What follows belongs to an exercise in optimizing a design on an open flow for small area; a production flow would make more cautious choices.
Function was checked by simulation only, so behaviour that the tests miss may differ from the original.
Power and IR drop assume default switching activity.

==> design.v <==
package if_stage_pkg;
    typedef struct packed {
        logic [31:0] pc;
        logic [31:0] inst;
        logic        valid;
        logic [31:0] predicted_pc;
        logic        prediction_valid;
    } if_id_reg_t;
endpackage
module if_stage #(
    parameter logic [31:0] RESET_PC    = 32'h0000_0000,
    parameter int          BTB_ENTRIES = 16
) (
    input  logic        clk,
    input  logic        rst,
    input  logic        stall,
    input  logic        ex_redirect,
    input  logic [31:0] ex_target,
    input  logic        branch_redirect_id,
    input  logic [31:0] branch_target_id,
    input  logic        bp_update_en,
    input  logic [31:0] bp_update_pc,
    input  logic [31:0] bp_update_target,
    input  logic        bp_update_taken,
    output logic        imem_req,
    output logic [31:0] imem_addr,
    input  logic        imem_ack,
    input  logic [31:0] imem_rdata,
    output if_stage_pkg::if_id_reg_t if_id_next
);
    localparam int IW = $clog2(BTB_ENTRIES);
    localparam int TW = 30 - IW;
    typedef enum logic [1:0] {S_REQ, S_HOLD, S_DROP} state_t;
    state_t      state_q, state_d;
    logic [31:0] pc_q, pc_d;
    logic [31:0] drop_addr_q, drop_addr_d;
    if_stage_pkg::if_id_reg_t hold_q, hold_d;
    logic [BTB_ENTRIES-1:0] btb_vld_q, btb_vld_d;
    logic [BTB_ENTRIES-1:0][TW-1:0] btb_tag_q, btb_tag_d;
    logic [BTB_ENTRIES-1:0][31:0]   btb_tgt_q, btb_tgt_d;
    logic [BTB_ENTRIES-1:0][1:0]    btb_ctr_q, btb_ctr_d;
    logic [IW-1:0] lk_idx, up_idx;
    logic [TW-1:0] lk_tag, up_tag;
    logic          pred_taken, up_hit, redirect;
    logic [31:0]   next_pc, redir_tgt;
    if_stage_pkg::if_id_reg_t fetched;
    logic          unused_bits;
    assign unused_bits = ^bp_update_pc[1:0];
    always_comb begin
        lk_idx     = pc_q[IW+1:2];
        lk_tag     = pc_q[31:IW+2];
        pred_taken = btb_vld_q[lk_idx] && (btb_tag_q[lk_idx] == lk_tag) && btb_ctr_q[lk_idx][1];
        next_pc    = pred_taken ? btb_tgt_q[lk_idx] : pc_q + 32'd4;
        fetched                  = '0;
        fetched.pc               = pc_q;
        fetched.inst             = imem_rdata;
        fetched.valid            = 1'b1;
        fetched.predicted_pc     = pred_taken ? btb_tgt_q[lk_idx] : 32'd0;
        fetched.prediction_valid = pred_taken;
        redirect  = ex_redirect || branch_redirect_id;
        redir_tgt = ex_redirect ? ex_target : branch_target_id;
    end
    always_comb begin
        state_d     = state_q;
        pc_d        = pc_q;
        drop_addr_d = drop_addr_q;
        hold_d      = hold_q;
        imem_req    = 1'b0;
        imem_addr   = {pc_q[31:2], 2'b00};
        if_id_next  = '0;
        case (state_q)
            S_REQ: begin
                imem_req = 1'b1;
                if (redirect) begin
                    pc_d = redir_tgt;
                    if (!imem_ack) begin
                        drop_addr_d = pc_q;
                        state_d     = S_DROP;
                    end
                end else if (imem_ack) begin
                    pc_d = next_pc;
                    if (stall) begin
                        hold_d  = fetched;
                        state_d = S_HOLD;
                    end else begin
                        if_id_next = fetched;
                    end
                end
            end
            S_HOLD: begin
                if (redirect) begin
                    pc_d    = redir_tgt;
                    hold_d  = '0;
                    state_d = S_REQ;
                end else if (!stall) begin
                    if_id_next = hold_q;
                    hold_d     = '0;
                    state_d    = S_REQ;
                end
            end
            S_DROP: begin
                imem_req  = 1'b1;
                imem_addr = {drop_addr_q[31:2], 2'b00};
                if (redirect) pc_d = redir_tgt;
                if (imem_ack) state_d = S_REQ;
            end
            default: state_d = S_REQ;
        endcase
        if (rst) begin
            imem_req   = 1'b0;
            if_id_next = '0;
        end
    end
    always_comb begin
        up_idx    = bp_update_pc[IW+1:2];
        up_tag    = bp_update_pc[31:IW+2];
        up_hit    = btb_vld_q[up_idx] && (btb_tag_q[up_idx] == up_tag);
        btb_vld_d = btb_vld_q;
        btb_tag_d = btb_tag_q;
        btb_tgt_d = btb_tgt_q;
        btb_ctr_d = btb_ctr_q;
        if (bp_update_en) begin
            if (up_hit) begin
                if (bp_update_taken) begin
                    if (btb_ctr_q[up_idx] != 2'b11) btb_ctr_d[up_idx] = btb_ctr_q[up_idx] + 2'd1;
                    btb_tgt_d[up_idx] = bp_update_target;
                end else if (btb_ctr_q[up_idx] != 2'b00) begin
                    btb_ctr_d[up_idx] = btb_ctr_q[up_idx] - 2'd1;
                end
            end else if (bp_update_taken) begin
                btb_vld_d[up_idx] = 1'b1;
                btb_tag_d[up_idx] = up_tag;
                btb_tgt_d[up_idx] = bp_update_target;
                btb_ctr_d[up_idx] = 2'b10;
            end
        end
    end
    always_ff @(posedge clk or posedge rst) begin
        if (rst) begin
            state_q     <= S_REQ;
            pc_q        <= RESET_PC;
            drop_addr_q <= '0;
            hold_q      <= '0;
            btb_vld_q   <= '0;
            for (int i = 0; i < BTB_ENTRIES; i++) begin
                btb_tag_q[i] <= '0;
                btb_tgt_q[i] <= '0;
                btb_ctr_q[i] <= 2'b01;
            end
        end else begin
            state_q     <= state_d;
            pc_q        <= pc_d;
            drop_addr_q <= drop_addr_d;
            hold_q      <= hold_d;
            btb_vld_q   <= btb_vld_d;
            btb_tag_q   <= btb_tag_d;
            btb_tgt_q   <= btb_tgt_d;
            btb_ctr_q   <= btb_ctr_d;
        end
    end
endmodule
==> run.sh <==
#!/bin/bash
# synth_recipe.tcl (not shown) runs the flow's synth.tcl, then flattens the netlist and writes it again
# the make line also repeats each setting of config.mk as NAME=value (left out here)
make -C /OpenROAD-flow-scripts/flow DESIGN_CONFIG=/design/flow/config.mk WORK_HOME=/design/flow/orfs CLKGATE_MAP_FILE= SYNTH_SCRIPT=/design/flow/synth_recipe.tcl finish
==> config.mk <==
export PLATFORM = sky130hd
export DESIGN_NAME = if_stage
export DESIGN_NICKNAME = if_stage
export VERILOG_FILES = /design/flow/design.v
export SDC_FILE = /design/flow/constraint.sdc
export NUM_CORES = 4
export LEC_CHECK = 0
export CAP_MARGIN = 20
export CORE_MARGIN = 2
export CORE_UTILIZATION = 40
export SETUP_SLACK_MARGIN = 0.3
export SLEW_MARGIN = 20
==> constraint.sdc <==
create_clock -name core_clock -period 9.0 [get_ports {clk}]
set_input_delay 1.8000 -clock core_clock [delete_from_list [all_inputs] [get_ports {clk}]]
set_output_delay 1.8000 -clock core_clock [all_outputs]
set_load 0.01 [all_outputs]
==> run notes <==
- Post-synth EDFFs: 0
- Initial antenna violation count: 23
- Critical path's largest stage delay: 1000 ps
- GRT Overall Usage: 35.5%
- Kind of cell adding the most delay to the critical path: multiplexers
- Top FF cell, synth: dfrtp_1
- Final hold violation count: 0
- Seq cells post-synth: 1,138
- Vias: 53,600
- Die area: 160,000 um^2
- Ys Warns: 1
- Total negative slack: 0 ps
- Proportion of layout cells with a drive suffix above 1: 20.4%
- RR Endpoint: hold_q[7]
- Hold_buf cts: 0
- Area after DPL: 68,600 um^2
- Vias per Instance: 6.86
- Fmax: 0.126 GHz
- Asr flop ratio synth: 100%
- CP Capture Type: output pin
- Max VDD drop: 0.169 mV
- Combinational group share of total power: 39.3%
- Pin count of the biggest net entering global routing: 179
- Cell mode on critical path: mux2i_1
- Slowest cell on crit path: dfrtp_4
- Clock latency (worst-skew pair): 810 ps
- Final setup margin: 1030 ps
- Tmin final: 7970 ps
- Final instance area: 73,000 um^2
- Worst Hold Launch: hold_q[84]
- Worst-margin pin slew: 1320 ps
- Dpl ws: 775 ps
- Synth Cell Area: 62,800 um^2
- Worst r2r path cells: 10
- I/O Buffers: 294
- Initial core utilization: 40.2%
- Req. time, crit path: 7200 ps
- CP Launch Type: register
- Cells along the critical path: mux4_2 > mux2i_1 > mux2i_1 > xor2_1 > nor4_1 > nand4_1 > nor2_4 > buf_4 > nand3_1 > a21oi_1 > clkdlybuf4s50_1
- Drt wl/cell: 37.0 um
- Routed wire length: 289,000 um
- Worst slew margin: 12.3%
- Post-CTS Setup Bufs: 0
- Cell Rows: 145
- Setup CP Type: reg2out
- WP buf/inv: 2
- Worst Path Arrival: 6170 ps
- Cells after Synth: 5,517
- Max_cap viols: 0
- GP Congestion: 1.05
- Seq/Total Area, Yosys: 45.4%
- Drt initial violations: 7,235
- Drt first pass iters: 6
- H-tree levels: 4
- Synth-to-Final Area Change: 16.3%
- TritonCTS clock tree: done
- Commonest non-fill, non-tap cell in the layout: dfrtp_1
- Crit-path max FO: 42
- NumNets Final: 5,845
- P_leak: 30.8 nW
- Hold Path End: hold_q[84]
- Clock power share: 24.0%
- Die height: 400 um
- Sw frac: 40.4%
- Int Power: 13.6 mW
- Unrepaired setup endpoints after global routing: no
- Distinct cells, synth: 89
- Tightest Hold Check Type: reg2reg
- Endpoints failing setup: 0
- Most frequent cells in the layout: 1,118 x dfrtp_1, 530 x a22o_1, 346 x mux4_2
- Syn avg cell area: 11.4 um^2
- Worst setup path start: pc_q[3]
- Clk sinks: 1,138
- Worst R2R Setup Slack: 3920 ps
- Setup Skew: 55.8 ps
- Vias in the first global route: 52,300
- Post-DP HPWL: 197,000 um
- Cts repair resizes: 0
- WHS Path Cells: 2
- Fillers: 14,400
- Global-route wire length before repair: 408,000 um
- Io pins: 299
- Residual DRC count: 0
- Status: complete, no violations
- Post-DRT Antenna Nets: 0
- Root Buffer: clkbuf_16
- Sw power: 9.21 mW
- R2R Path Start: pc_q[3]
- Max-slew violations: 0
- Core Box Area: 156,000 um^2
- Die Wd: 400 um
- Final Cycle Share: 88.5%
- Part of the power in registers: 36.7%
- Global route overflow: 0
- P per Cell Area: 312 nW/um^2
- CTS clk-pin slew, worst paths: 60 ps
- CTS Buf Count: 132
- Clock Path Buffers: 3
[final cells by class]
type                       count  area (um^2)  area share (%)
tap                         2058         2570            3.53
inverter                     116          439           0.601
antenna                       14         35.0          0.0480
sequential                  1138        28500            39.0
multi-input combinational   3699        31900            43.6
clock buffer                 182         3680            5.04
clock inverter                43          641           0.877
timing repair buffer         563         5270            7.21
[registers in the layout (all words and copies together), names as in the netlist]
| name | flops |
|---|---|
| btb_tag_q | 416 |
| state_q | 2 |
| btb_ctr_q | 32 |
| hold_q | 98 |
| btb_tgt_q | 512 |
| btb_vld_q | 16 |
| drop_addr_q | 30 |
| pc_q | 32 |
[cell families (layout without fill, tap and decap cells)]
kind of cell | Yosys count | count (layout) | share of synthesized area [%]
compound gates | 1626 | 1626 | 19.6
xor+xnor | 85 | 85 | 1.22
fa+ha+maj | 27 | 27 | 0.550
buf+inv | 681 | 904 | 4.47
flops | 1138 | 1138 | 45.4
mux | 805 | 805 | 20.2
other cells | 1 | 16 | 0.00597
simple gates | 1154 | 1154 | 8.60
[worst max path at each step]
stage	to	slack (ps)	cells past startpoint
5_1_grt	if_id_next[9]	920	12
6_report	if_id_next[5]	1030	11
3_3_place_gp	btb_tag_q[151]	870	16
3_5_place_dp	btb_tag_q[151]	770	16
2_1_floorplan	if_id_next[87]	-15170	5
4_1_cts	if_id_next[5]	1090	12
[synthesized netlist by cell type (9+ instances only)]
cell | number | share of area [%]
dfrtp_1 | 1122 | 45
a22o_1 | 530 | 7.4
clkbuf_1 | 391 | 2.3
mux4_2 | 346 | 12
nand2_1 | 340 | 2.0
o21ai_0 | 284 | 2.3
nor2_1 | 257 | 1.5
mux2_2 | 237 | 4.2
mux2i_1 | 221 | 3.5
nand3_1 | 219 | 1.7
a21oi_1 | 124 | 0.99
a22oi_1 | 122 | 1.5
a32o_1 | 116 | 1.8
inv_1 | 113 | 0.68
buf_2 | 90 | 0.72
nor3_1 | 88 | 0.70
o31ai_1 | 77 | 0.92
o22ai_1 | 73 | 0.73
o2bb2ai_1 | 71 | 0.99
nand2b_1 | 70 | 0.70
xnor2_1 | 58 | 0.81
buf_1 | 55 | 0.33
a21o_1 | 36 | 0.43
nand4_1 | 36 | 0.36
a31oi_1 | 30 | 0.30
ha_1 | 26 | 0.52
a221oi_1 | 25 | 0.35
xor2_1 | 25 | 0.35
and3_1 | 24 | 0.24
buf_4 | 22 | 0.26
nor4_1 | 21 | 0.21
nor2b_1 | 18 | 0.18
and2_1 | 17 | 0.17
or3_1 | 17 | 0.17
a31o_2 | 16 | 0.22
dfstp_2 | 16 | 0.67
o211ai_1 | 16 | 0.19
a211oi_1 | 14 | 0.17
a221o_1 | 13 | 0.21
nand3b_1 | 13 | 0.16
a32oi_1 | 11 | 0.15
o21a_1 | 9 | 0.11
[through the flow]
step / power (mW) / instances / util [%] / hold WS [ps]
finish: 22.8 / 7813 / 46.8 / 476
global route: 23.5 / 7801 / 46.8 / 496
CTS: 22.4 / 7797 / 46.8 / 478
detailed placement: 17.0 / 7572 / 44.0 / 465
global placement: 16.8 / 7572 / 44.0 / 451
floorplan: 13.0 / 5518 / - / 440
[layer usage]
layer | vias to the layer above | wire length, um | GRT usage [%]
li1 | 21500 | - | -
met1 | 27700 | 111000 | 46.0
met2 | 3501 | 122000 | 50.9
met3 | 859 | 36600 | 13.7
met4 | 24 | 18600 | 19.1
met5 | - | 170 | 0
[tightest hold or removal path, delay by kind of cell (launching register included)]
family | cells | cell delay, ps
AO/OA/AOI/OAI | 1 | 50
flip-flops | 1 | 340
AND/OR/NAND/NOR | 1 | 50
[power by group through the flow]
stage / Sequential [mW] / Combinational (mW) / Clock [mW]
after floorplan: 7.50 / 5.55 / 0
after global placement: 8.26 / 8.55 / 0
after detailed placement: 8.31 / 8.65 / 0
after CTS: 8.26 / 8.67 / 5.51
after global routing: 8.50 / 9.23 / 5.73
final: 8.37 / 8.95 / 5.46

## re-timing with driven ports
Ports are ideal in the flow. The routed layout listed here was re-timed in OpenROAD.
Step 1, drivers: a clkbuf_16 drives clk and a buf_2 each remaining input, both assumed.
Step 2 adds t to the input delays and takes it off the output delays; t is the mean of the earliest and latest rising clock arrival at the registers after step 1. Input paths then give back, and output paths get back, about the clock's delay inside the block.
Slacks: no drivers / after step 1 / after step 2; pairs: no drivers / after step 1.
t (ns): 0.871
setup slack, ns: 1.032 / 0.948 / 0.389
clock arrival spread, ns: 0.063 / 0.063
After both steps this run still meets setup and hold. For this run, drivers alone change the setup slack by -0.084 ns; drivers and shift together by -0.643 ns.
